From an optimization exercise on the open Yosys and OpenROAD flow, aimed at small area, a short achievable clock period and few clock cycles; shortcuts taken in it are not production practice. Only simulation tests tie the RTL to the original design; equivalence was not proved.

== job 1612 ==
## imd_top
module imd_top #(
	parameter int REG_WIDTH = imd_pkg::IMD_REG_WIDTH_DEF
) (
	input  logic			clk,
	input  logic			nrst,
	input  logic [3:0]		i_imuldiv_op,		 
	input  logic [REG_WIDTH-1:0]	i_rs_val,
	input  logic [REG_WIDTH-1:0]	i_rt_val,
	input  logic			i_mem_stall,
	input  logic			i_fetch_stall,
	input  logic			i_nullify_execute,
	input  logic			i_nullify_mem,
	input  logic			i_nullify_wb,
	output logic			o_exec_stall,		 
	output logic [REG_WIDTH-1:0]	o_rd_val,
	output logic			o_rd_valid
);
Size in the first run: ~160 flip-flops, roughly 110 I/O pins.
export LEC_CHECK = 0
export ABC_CLOCK_PERIOD_IN_PS = 4000
export CAP_MARGIN = 20
export CORE_MARGIN = 2
export CORE_UTILIZATION = 40
export SETUP_SLACK_MARGIN = 2.5
export SLEW_MARGIN = 20
create_clock -name core_clock -period 6.5 [get_ports {clk}]
standard.sh (not shown) runs the stock make flow with config.mk's settings and CLKGATE_MAP_FILE= SYNTH_SCRIPT=/design/flow/synth_recipe.tcl, a recipe that flattens the netlist after the stock synthesis.
==> flow/flow/run.sh <==
#!/bin/bash
# Standard layout with two placement/repair knobs changed:
#  - port buffers are plain sky130 buffers (buf_1) instead of the delay cell
#    buffer_ports picks by default; every port still gets its own buffer;
#  - the resizer may change a cell's footprint when it repairs timing.
set -euo pipefail
bash standard.sh MATCH_CELL_FOOTPRINT=0 "BUFFER_PORTS_ARGS=-buffer_cell sky130_fd_sc_hd__buf_1" finish > standard_make.log 2>&1
Job 1612: done, clean on timing, DRC and antenna
Testbench counts of job 1612, summed over its fixed seeds: cycles 31,060.
## Diff of input files: job 8117 against job 1612
Settings: ABC_CLOCK_PERIOD_IN_PS: 4000 -> unset.
### Flow results
Diff job 1612..job 8117 | first-iteration detailed-routing DRC count | unchanged
[compare] base=job 1612 new=job 8117: clock period minus worst slack neither gained nor lost much; setup slack barely changed.
Diff job 1612..job 8117 | final-layout setup total negative slack | negligible
From job 1612 to job 8117, core utilization did not move at all.
Re inverter count of the layout excluding clock inverters: no difference whatsoever between job 8117 and job 1612.
On flip-flop and latch count, job 1612 tracks job 8117 almost exactly.
Diff job 1612..job 8117 | number of failing setup endpoints in the final timing report | unchanged


Another version of the RTL of imd_top (not shown whole).
Size in the first run: about 2,600 cells after synthesis, roughly 170 flip-flops, ~110 I/O pins, ~21,000 sq um of cells after synthesis.
export LEC_CHECK = 0
export CAP_MARGIN = 20
export CORE_MARGIN = 2
export CORE_UTILIZATION = 60
export SETUP_SLACK_MARGIN = 2.5
export SLEW_MARGIN = 20
create_clock -name core_clock -period 6.5 [get_ports {clk}]
Scripts as last shown in full above: flow/flow/run.sh
Testbench counts at the start, summed over its fixed seeds: cycles 31,558.
Then changed:
- CORE_UTILIZATION: 60 -> 40
- TNS_END_PERCENT: unset -> 10
=> Utilization goes down by 22 points. Cell area goes up slightly. Die area goes up by well over a third. Sequential share of layout area goes down by 0.14 points.
Then changed:
- PLACE_DENSITY: unset -> 0.75
- TNS_END_PERCENT: 10 -> unset
=> Utilization is lower by 0.27 points. Via count rose by 0.39%. Cell area decreases by 0.59%. Die area is unchanged. Final cell count barely changes. Sequential share of layout area grows by 0.13 points.
Then changed:
- ABC_AREA: unset -> 1
- PLACE_DENSITY: 0.75 -> unset
=>
- final area grows by a little under a tenth
- count of clock-buffer cells in the layout does not change
- worst hold slack got worse by 50 ps
- worst setup slack gets better by 20 ps
- via count grows by about a fifth
- area after synthesis came out higher by roughly a tenth
- maximum frequency went up slightly
- die area increases by roughly a tenth
Then changed:
- ABC_AREA: 1 -> unset
- SETUP_SLACK_MARGIN: 2.5 -> 3.0
Result: The new run finished with timing, DRC and antenna clean. Register-to-register slack is better by 90 ps. Final area went up by 0.46%. Worst setup slack gets better by 92 ps. Synthesized area drops by 11%. Synthesized cell count came out lower by 31%. Final cell count decreases by 24%. Via count fell by 13%. Routed wire length came out lower by 12%. Hold slack improved by 36 ps. Core utilization rises by 5.5 points.
Then changed:
- PLACE_DENSITY: unset -> 0.45
- SETUP_SLACK_MARGIN: 3.0 -> 2.5
The new run finished with timing, DRC and antenna clean; hold slack gains 21 ps; cell area drops by 6.5%; via count drops by 3.1%; critical path depth drops by 3; final cell count drops by 2.3%; fmax drops by 4.2%; worst setup slack loses 170 ps.


Another version of the RTL of imd_top (not shown whole).
Size in the first run: about 2600 cells after synthesis, roughly 170 flip-flops, ~110 I/O pins, about 0.022 sq mm of cells after synthesis.
==> flow/config.mk <==
export PLATFORM = sky130hd
export DESIGN_NAME = imd_top
export DESIGN_NICKNAME = imd_top
export VERILOG_FILES = /design/flow/design.v
export SDC_FILE = /design/flow/constraint.sdc
export NUM_CORES = 4
export LEC_CHECK = 0
export CAP_MARGIN = 20
export CORE_MARGIN = 2
export CORE_UTILIZATION = 40
export SETUP_SLACK_MARGIN = 1.5
export SLEW_MARGIN = 20
==> flow/constraint.sdc <==
create_clock -name core_clock -period 6.5 [get_ports {clk}]
set_input_delay 1.3000 -clock core_clock [delete_from_list [all_inputs] [get_ports {clk}]]
set_output_delay 1.3000 -clock core_clock [all_outputs]
set_load 0.01 [all_outputs]
run.sh (not shown) runs the stock make flow with config.mk's settings and CLKGATE_MAP_FILE= SYNTH_SCRIPT=/design/flow/synth_recipe.tcl, a recipe that flattens the netlist after the stock synthesis.
Stock flow here: none of the scripts above is used.
Testbench counts at the start, summed over its fixed seeds: cycles 31,557.
==> next run, changes <==
--- a/flow/config.mk
+++ b/flow/config.mk
@@ -9,4 +9,4 @@
 export CORE_MARGIN = 2
 export CORE_UTILIZATION = 40
-export SETUP_SLACK_MARGIN = 1.5
+export SETUP_SLACK_MARGIN = 2.5
 export SLEW_MARGIN = 20
Effect:
- The new run finished with timing, DRC and antenna clean
- first-iteration DRC count came out lower by roughly a tenth
- global-route usage is higher by 0.20 points
- hold slack gets better by 0.0068 ns
- clock skew fell by 0.0066 ns
- die area is unchanged
- non-clock buffer count goes up by 43
- via count barely changes
==> next run, changes <==
--- a/flow/config.mk
+++ b/flow/config.mk
@@ -9,4 +9,4 @@
 export CORE_MARGIN = 2
 export CORE_UTILIZATION = 40
-export SETUP_SLACK_MARGIN = 2.5
+export SETUP_SLACK_MARGIN = 3.5
 export SLEW_MARGIN = 20
- design area goes up by 20%
- clock skew went up by 0.0086 ns
- area after synthesis is unchanged
- register-to-register slack is worse by 0.02 ns
- fmax falls by 0.51%
- sequential cell count stays the same
- first-iteration DRC count came out higher by 3.9%
- core utilization rises by 9.2 points
- setup slack gets worse by 0.021 ns
- cell count came out higher by 6.2%
- critical path depth climbs by 3


the previous run:
Another version of the RTL of imd_top (not shown whole).
Size: ~3000 cells after synthesis, ~110 I/O pins.
clock: 6.5 ns
lec_check: 0
abc_clock_period_in_ps: 3500
cap_margin: 20
core_margin: 2
core_utilization: 40
setup_slack_margin: 3.0
slew_margin: 20
The previous run did not stop at any stage, and its layout met the timing, DRC and antenna checks.
Testbench counts of the previous run, summed over its fixed seeds: cycles 31,303.
[inputs] the current run vs the previous run
Settings: ABC_CLOCK_PERIOD_IN_PS no longer set, was 3500; SETUP_SLACK_MARGIN now 2.0, was 3.0.
- The current run reached the final stage; the timing, DRC and antenna checks on its layout passed.
- On post-placement worst setup slack, the previous run beats the current run.
- The current run vs. the previous run: global-route wire length before repair went down by about 5%, final critical path time including I/O delays and setup went up by 0.028 ns, hold slack went down by 0.0080 ns.
- Non-clock buffer share of cell area ended up 4.1 points lower on the current run than on the previous run.
- Final routed DRC violation total came out exactly the same in the previous run and the current run.
- Of the previous run and the current run, the higher post-route clock period utilization belongs to the current run.
- Comparing the previous run and the current run, the lower total global routing track utilization was measured on the current run.
- Via count: the current run vs the previous run down 4.4%


Setup of the reference run:
Another version of the RTL of imd_top (not shown whole).
For scale: ~2600 cells after synthesis, roughly 150 flip-flops, roughly 110 I/O pins, roughly 21000 µm² of cells after synthesis.
Settings: LEC_CHECK=0, ABC_CLOCK_PERIOD_IN_PS=4000, CAP_MARGIN=20, CORE_MARGIN=2, CORE_UTILIZATION=40, SETUP_SLACK_MARGIN=2.5, SLEW_MARGIN=20; clock period 6.5 ns.
Testbench counts of the reference run, summed over its fixed seeds: cycles 30,520.
The inputs of the trial run differ from those of the reference run as listed below.
- a deleted SETUP_SLACK_MARGIN that had been 2.5
- a deleted ABC_CLOCK_PERIOD_IN_PS that had been 4000
[summary]
Min global-route wire length before repair across the reference run and the trial run: the trial run. Cell count along the critical path ended up 2 lower on the trial run than on the reference run. Antenna cell count: the trial run lower than the reference run.


imd_top, a different RTL version from the one above (not shown whole).
Size: roughly 2500 cells after synthesis, roughly 21000 µm² of cells after synthesis.
==> flow/config.mk <==
export PLATFORM = sky130hd
export DESIGN_NAME = imd_top
export DESIGN_NICKNAME = imd_top
export VERILOG_FILES = /design/flow/design.v
export SDC_FILE = /design/flow/constraint.sdc
export NUM_CORES = 4
export LEC_CHECK = 0
export CAP_MARGIN = 20
export CORE_MARGIN = 2
export CORE_UTILIZATION = 40
export SETUP_SLACK_MARGIN = 2.8
export SLEW_MARGIN = 20
==> flow/constraint.sdc <==
create_clock -name core_clock -period 6.5 [get_ports {clk}]
set_input_delay 1.3000 -clock core_clock [delete_from_list [all_inputs] [get_ports {clk}]]
set_output_delay 1.3000 -clock core_clock [all_outputs]
set_load 0.01 [all_outputs]
standard.sh (not shown) runs the stock make flow with config.mk's settings and CLKGATE_MAP_FILE= SYNTH_SCRIPT=/design/flow/synth_recipe.tcl, a recipe that flattens the netlist after the stock synthesis.
Scripts as last shown in full above: flow/flow/run.sh
Testbench counts at the start, summed over its fixed seeds: cycles 31,558.
==> next run, changes <==
- SETUP_SLACK_MARGIN: 2.8 -> 2.5
=> Synthesized cell count stays the same; final area fell by 3.7%; register-to-register slack gains 0.03 ns.
==> next run, changes <==
- ABC_AREA: not set -> 1
Cell area is higher by about 8%.
Synthesized area went up by about 12%.
Maximum frequency goes up by about 2.6%.
Non-clock buffer count goes down by 55.
Synthesized cell count came out higher by about 50%.
Critical path depth came out higher by 5.
Core utilization drops by 1.4 points.


imd_top, a different RTL version from the one above (not shown whole).
Size: ~2500 cells after synthesis, ~180 flip-flops, about 110 I/O pins, ~21000 sq um of cells after synthesis.
==> flow/config.mk <==
export PLATFORM = sky130hd
export DESIGN_NAME = imd_top
export DESIGN_NICKNAME = imd_top
export VERILOG_FILES = /design/flow/design.v
export SDC_FILE = /design/flow/constraint.sdc
export NUM_CORES = 4
export LEC_CHECK = 0
export CAP_MARGIN = 20
export CORE_MARGIN = 2
export CORE_UTILIZATION = 40
export SETUP_SLACK_MARGIN = 2.75
export SLEW_MARGIN = 20
export TNS_END_PERCENT = 10
==> flow/constraint.sdc <==
create_clock -name core_clock -period 6.5 [get_ports {clk}]
set_input_delay 1.3000 -clock core_clock [delete_from_list [all_inputs] [get_ports {clk}]]
set_output_delay 1.3000 -clock core_clock [all_outputs]
set_load 0.01 [all_outputs]
Scripts as last shown in full above: flow/flow/run.sh
Testbench counts at the start, summed over its fixed seeds: cycles 31,558.
Next try:
SETUP_SLACK_MARGIN = 2.5   (was 2.75)
TNS_END_PERCENT = not set   (was 10)
Global-route usage is higher by 0.30 points; final area drops by a few percent; cell count fell slightly; setup slack loses 0.26 ns; hold slack is worse by 0.011 ns; maximum frequency shrinks by a few percent; clock skew is lower by 0.0067 ns.


Another version of the RTL of imd_top (not shown whole).
Size in the first run: about 2600 cells after synthesis, ~170 flip-flops.
export LEC_CHECK = 0
export CAP_MARGIN = 20
export CORE_MARGIN = 2
export CORE_UTILIZATION = 40
export SETUP_SLACK_MARGIN = 2.75
export SLEW_MARGIN = 20
export TNS_END_PERCENT = 10
create_clock -name core_clock -period 6.5 [get_ports {clk}]
Scripts as last shown in full above: flow/flow/run.sh
The first run ran to the end with no violations.
Testbench counts at the start, summed over its fixed seeds: cycles 31,226.
==> next run, changes <==
--- a/flow/config.mk
+++ b/flow/config.mk
@@ -11 +11 @@
-export SETUP_SLACK_MARGIN = 2.75
+export SETUP_SLACK_MARGIN = 2.5
@@ -13 +12,0 @@
-export TNS_END_PERCENT = 10
Result: The new run finished clean; cell area hardly moves; wire length rises by 0.39%; maximum frequency stays flat; flip-flop and latch count is unchanged; worst setup slack barely changes; area after synthesis does not change.


RTL: one of the versions met above, not the one the previous note started from.
Size in the first run: ~2600 cells after synthesis, roughly 170 flip-flops, roughly 21000 um^2 of cells after synthesis.
==> flow/config.mk <==
export PLATFORM = sky130hd
export DESIGN_NAME = imd_top
export DESIGN_NICKNAME = imd_top
export VERILOG_FILES = /design/flow/design.v
export SDC_FILE = /design/flow/constraint.sdc
export NUM_CORES = 4
export LEC_CHECK = 0
export CAP_MARGIN = 20
export CORE_MARGIN = 2
export CORE_UTILIZATION = 40
export SETUP_SLACK_MARGIN = 2.5
export SLEW_MARGIN = 20
==> flow/constraint.sdc <==
create_clock -name core_clock -period 6.5 [get_ports {clk}]
set_input_delay 1.3000 -clock core_clock [delete_from_list [all_inputs] [get_ports {clk}]]
set_output_delay 1.3000 -clock core_clock [all_outputs]
set_load 0.01 [all_outputs]
Scripts as last shown in full above: flow/flow/run.sh
Testbench counts at the start, summed over its fixed seeds: cycles 31,558.
Rerun with:
==> flow/run.sh (new file) <==
#!/bin/bash
# synth_recipe.tcl (not shown) runs the flow's synth.tcl, then flattens the netlist and writes it again
# the make line also repeats each setting of config.mk as NAME=value (left out here)
make -C /OpenROAD-flow-scripts/flow DESIGN_CONFIG=/design/flow/config.mk WORK_HOME=/design/flow/orfs CLKGATE_MAP_FILE= SYNTH_SCRIPT=/design/flow/synth_recipe.tcl finish
removed: flow/flow/run.sh
removed: flow/standard.sh
Final area is higher by 4.4%. Wire length rises by 0.35%.

separate check: timing with driven ports:
The flow's constraints put no driver on any port. The routed layouts listed below were extracted and timed again, unchanged, in two steps.
Step 1 sets driving cells, clkbuf_16 on the clock port and buf_2 on the other inputs (assumed; they add their load-dependent delay and slew).
Step 2, shift: input delay + t, output delay - t, t = (earliest + latest rising clock arrival at the registers) / 2. This alone moves slack from input paths to output paths.
Three values: no drivers, after step 1, after step 2; two values: the first two.
run | t, ns | setup WS [ns] | worst setup path after step 2
job 1612 | 0.566 | 1.992 / 1.992 / 1.945 | input to register
job 8117 | 0.566 | 1.992 / 1.992 / 1.945 | input to register
the first run of note 2 | 0.518 | 2.437 / 2.437 / 2.057 | input to register
the second run of note 2 | 0.581 | 2.421 / 2.421 / 1.963 | input to register
the third run of note 2 | 0.551 | 2.515 / 2.524 / 2.000 | input to register
the fourth run of note 2 | 0.516 | 2.534 / 2.534 / 2.074 | input to register
the fifth run of note 2 | 0.546 | 2.627 / 2.627 / 2.327 | input to register
the sixth run of note 2 | 0.568 | 2.456 / 2.452 / 1.927 | input to register
the first run of note 3 | 0.528 | 1.401 / 1.401 / 1.401 | register to register
the second run of note 3 | 0.520 | 2.352 / 2.352 / 1.956 | input to register
the third run of note 3 | 0.525 | 2.331 / 2.331 / 2.315 | input to register
the previous run | 0.584 | 1.630 / 1.630 / 1.630 | register to register
the current run | 0.595 | 1.602 / 1.602 / 1.475 | input to register
the reference run | 0.557 | 1.837 / 1.837 / 1.837 | register to register
the trial run | 0.552 | 1.047 / 1.047 / 0.741 | input to register
the first run of note 6 | 0.571 | 2.462 / 2.462 / 2.039 | input to register
the second run of note 6 | 0.579 | 2.427 / 2.464 / 1.884 | input to register
the third run of note 6 | 0.529 | 2.530 / 2.530 / 2.171 | input to register
the first run of note 7 | 0.575 | 2.657 / 2.599 / 2.109 | input to register
the second run of note 7 | 0.575 | 2.397 / 2.369 / 1.794 | input to register
the first run of note 8 | 0.536 | 2.255 / 2.197 / 1.940 | input to register
the second run of note 8 | 0.559 | 2.256 / 2.197 / 1.944 | input to register
the first run of note 9 | 0.579 | 2.494 / 2.494 / 2.068 | input to register
the second run of note 9 | 0.572 | 2.438 / 2.438 / 1.917 | input to register
After both steps setup and hold are still met in every run listed. The setup slack of the second run of note 7, which loses most, moves by -0.028 ns with the drivers and by -0.603 ns with both steps.
